Context: an optimization exercise on an open-source flow, tuned for small area, a short achievable clock period and few clock cycles per item. The choices shown serve that exercise and are no tape-out recipe. Function was checked by simulation only, so behaviour that the tests miss may differ from the original. Power and IR drop assume default switching activity. No driver is modelled on the clock port, so clocking that relies on it looks cheaper here than on a real chip.

// data_mem_ctrl
module data_mem_ctrl #(
    parameter int DWIDTH  = 16,
    parameter int AWIDTH  = 16,
    parameter int DEPTH   = DMEM_DEPTH,
    parameter int LATENCY = DMEM_LATENCY
) (
    input  logic              clk,
    input  logic              rst,
    input  logic              ram_en,
    input  logic              wen,
    input  logic [AWIDTH-1:0] ram_addr,
    input  logic [DWIDTH-1:0] w_ram_data,
    output logic [DWIDTH-1:0] r_ram_data,
    output logic              ram_valid,
    output logic              busy
    ,
    output logic              addr_err
);
Size: about 8,000 cells after synthesis, ~0.15 mm² of cells after synthesis.
Settings: LEC_CHECK=0, ABC_CLOCK_PERIOD_IN_PS=2500, CAP_MARGIN=20, CORE_MARGIN=2, CORE_UTILIZATION=60, CTS_CLUSTER_DIAMETER=80, CTS_CLUSTER_SIZE=26, SETUP_SLACK_MARGIN=2.45, SLEW_MARGIN=20; clock period 5.0 ns.
standard.sh (not shown) runs the stock make flow with config.mk's settings and CLKGATE_MAP_FILE= SYNTH_SCRIPT=/design/flow/synth_recipe.tcl, a recipe that flattens the netlist after the stock synthesis.
==> flow/flow/run.sh <==
#!/bin/bash
# The standard layout, with two changes: plain buffers (sky130_fd_sc_hd__buf_4) instead of the
# default delay-cell buffers on the input and output ports, and clock tree synthesis without
# dummy loads. make's full output goes to flow_make.log.
set -euo pipefail
export BUFFER_PORTS_ARGS="-buffer_cell sky130_fd_sc_hd__buf_4"
export CTS_ARGS="-sink_clustering_enable -repair_clock_nets -sink_clustering_size 26 -sink_clustering_max_diameter 80 -dont_use_dummy_load"
bash standard.sh finish > flow_make.log 2>&1
The first run produced a clean layout.
Testbench counts at the start, summed over its fixed seeds: cycles 24,024, items 24,000.
Next try:
SETUP_SLACK_MARGIN = 2.65   (was 2.45)
What happened: The new run finished with timing, DRC and antenna clean. Flip-flop and latch count does not change. Synthesized cell count does not change. Sequential power barely changes. Total power barely changes. Final area climbs slightly. Sequential share of layout area drops by 0.67 points. Global-route usage climbs by 1.7 points. Routed wire length climbs by a few percent. Setup slack improved by 0.17 ns.
Next try:
==> flow/run.sh (new file) <==
#!/bin/bash
# synth_recipe.tcl (not shown) runs the flow's synth.tcl, then flattens the netlist and writes it again
# the make line also repeats each setting of config.mk as NAME=value (left out here)
make -C /OpenROAD-flow-scripts/flow DESIGN_CONFIG=/design/flow/config.mk WORK_HOME=/design/flow/orfs CLKGATE_MAP_FILE= SYNTH_SCRIPT=/design/flow/synth_recipe.tcl finish
CORE_UTILIZATION = 50   (was 60)
CTS_CLUSTER_DIAMETER = not set   (was 80)
CTS_CLUSTER_SIZE = not set   (was 26)
SETUP_SLACK_MARGIN = 2.3   (was 2.65)
removed: flow/flow/run.sh
removed: flow/standard.sh
Outcome:
- area after synthesis stays the same
- fmax falls by 9.6%
- sequential cell count stays the same
- cell count rises by about 10%
- clock-buffer cell count rose by 360
- critical path depth stays the same
- global-route usage falls by 8.7 points
- total power climbs by about 25%
- register-to-register slack got worse by 0.26 ns
- combinational power drops by about 7%
Next try:
==> flow/flow/run.sh (new file) <==
#!/bin/bash
# The standard layout, with two changes: plain buffers (sky130_fd_sc_hd__buf_4) instead of the
# default delay-cell buffers on the input and output ports, and clock tree synthesis without
# dummy loads. make's full output goes to flow_make.log.
set -euo pipefail
export BUFFER_PORTS_ARGS="-buffer_cell sky130_fd_sc_hd__buf_4"
export CTS_ARGS="-sink_clustering_enable -repair_clock_nets -sink_clustering_size 26 -sink_clustering_max_diameter 80 -dont_use_dummy_load"
bash standard.sh finish > flow_make.log 2>&1
==> flow/standard.sh (new file) <==
#!/bin/bash
# synth_recipe.tcl (not shown) runs the flow's synth.tcl, then flattens the netlist and writes it again
# the make line also repeats each setting of config.mk as NAME=value (left out here)
make -C /OpenROAD-flow-scripts/flow DESIGN_CONFIG=/design/flow/config.mk WORK_HOME=/design/flow/orfs CLKGATE_MAP_FILE= SYNTH_SCRIPT=/design/flow/synth_recipe.tcl "${@:-finish}"
CORE_UTILIZATION = 70   (was 50)
CTS_CLUSTER_DIAMETER = 80   (was not set)
CTS_CLUSTER_SIZE = 26   (was not set)
SETUP_SLACK_MARGIN = 2.65   (was 2.3)
removed: flow/run.sh
What happened: Non-clock buffer count goes up by 99. Total power goes down by about a fifth. Setup slack improved by 0.048 ns. Wire length barely changes. Register-to-register slack improved by 0.05 ns. Design area goes down by a few percent. Clock power goes down by well over a third. Critical path depth is unchanged. Via count goes up by a few percent. Combinational power goes up by a little under a tenth.
Next try:
==> flow/flow/run.sh (replaced) <==
#!/bin/bash
# The standard layout, with plain buffers (sky130_fd_sc_hd__buf_4) instead of the default
# delay-cell buffers on the input and output ports. make's full output goes to flow_make.log.
set -euo pipefail
export BUFFER_PORTS_ARGS="-buffer_cell sky130_fd_sc_hd__buf_4"
bash standard.sh finish > flow_make.log 2>&1
CORE_UTILIZATION = 50   (was 70)
SETUP_SLACK_MARGIN = 2.45   (was 2.65)
Routed wire length grows slightly.
Setup slack gains 0.058 ns.
Power grows by a few percent.
Clock skew shrinks by 0.011 ns.
Global-route usage shrinks by 12 points.
Cell area grows slightly.
Next try:
==> flow/flow/run.sh (replaced) <==
#!/bin/bash
# The standard layout, with two changes: plain buffers (sky130_fd_sc_hd__buf_4) instead of the
# default delay-cell buffers on the input and output ports, and clock tree synthesis without
# dummy loads. make's full output goes to flow_make.log.
set -euo pipefail
export BUFFER_PORTS_ARGS="-buffer_cell sky130_fd_sc_hd__buf_4"
export CTS_ARGS="-sink_clustering_enable -repair_clock_nets -sink_clustering_size 28 -sink_clustering_max_diameter 100 -dont_use_dummy_load"
bash standard.sh finish > flow_make.log 2>&1
CORE_UTILIZATION = 60   (was 50)
CTS_CLUSTER_DIAMETER = 100   (was 80)
CTS_CLUSTER_SIZE = 28   (was 26)
SETUP_SLACK_MARGIN = 2.65   (was 2.45)
=> Routed wire length rises by 3.7%. Global-route usage rises by 8.3 points. Sequential cell count stays the same. Total power falls by 4.7%. Cell area falls by 0.49%.

## separate check: timing with driven ports
The flow's constraints put no driver on any port. The routed layouts listed below were extracted and timed again, unchanged, in two steps. Step 1 sets driving cells, clkbuf_16 on the clock port and buf_2 on the other inputs (assumed; they add their load-dependent delay and slew). Step 2 adds t to the input delays and takes it off the output delays; t is the mean of the earliest and latest rising clock arrival at the registers after step 1. Input paths then give back, and output paths get back, about the clock's delay inside the block. a / b / c = ideal ports / drivers / drivers and shift; a / b = the first two.
run | t (ns) | setup slack, ns | worst setup path after step 2 | latest minus earliest clock arrival (ns)
the first run | 0.979 | 2.332 / 2.332 / 2.332 | register to register | 0.083 / 0.083
the second run | 0.969 | 2.497 / 2.423 / 2.038 | input to register | 0.059 / 0.060
the third run | 1.058 | 2.232 / 2.232 / 2.232 | register to register | 0.076 / 0.077
the fourth run | 0.952 | 2.279 / 2.279 / 2.279 | register to register | 0.062 / 0.063
the fifth run | 1.002 | 2.337 / 2.337 / 2.337 | register to register | 0.061 / 0.062
the sixth run | 0.960 | 2.466 / 2.454 / 2.060 | input to register | 0.048 / 0.048
After both steps setup and hold are still met in every run listed. The setup slack of the second run, which loses most, moves by -0.074 ns with the drivers and by -0.459 ns with both steps.
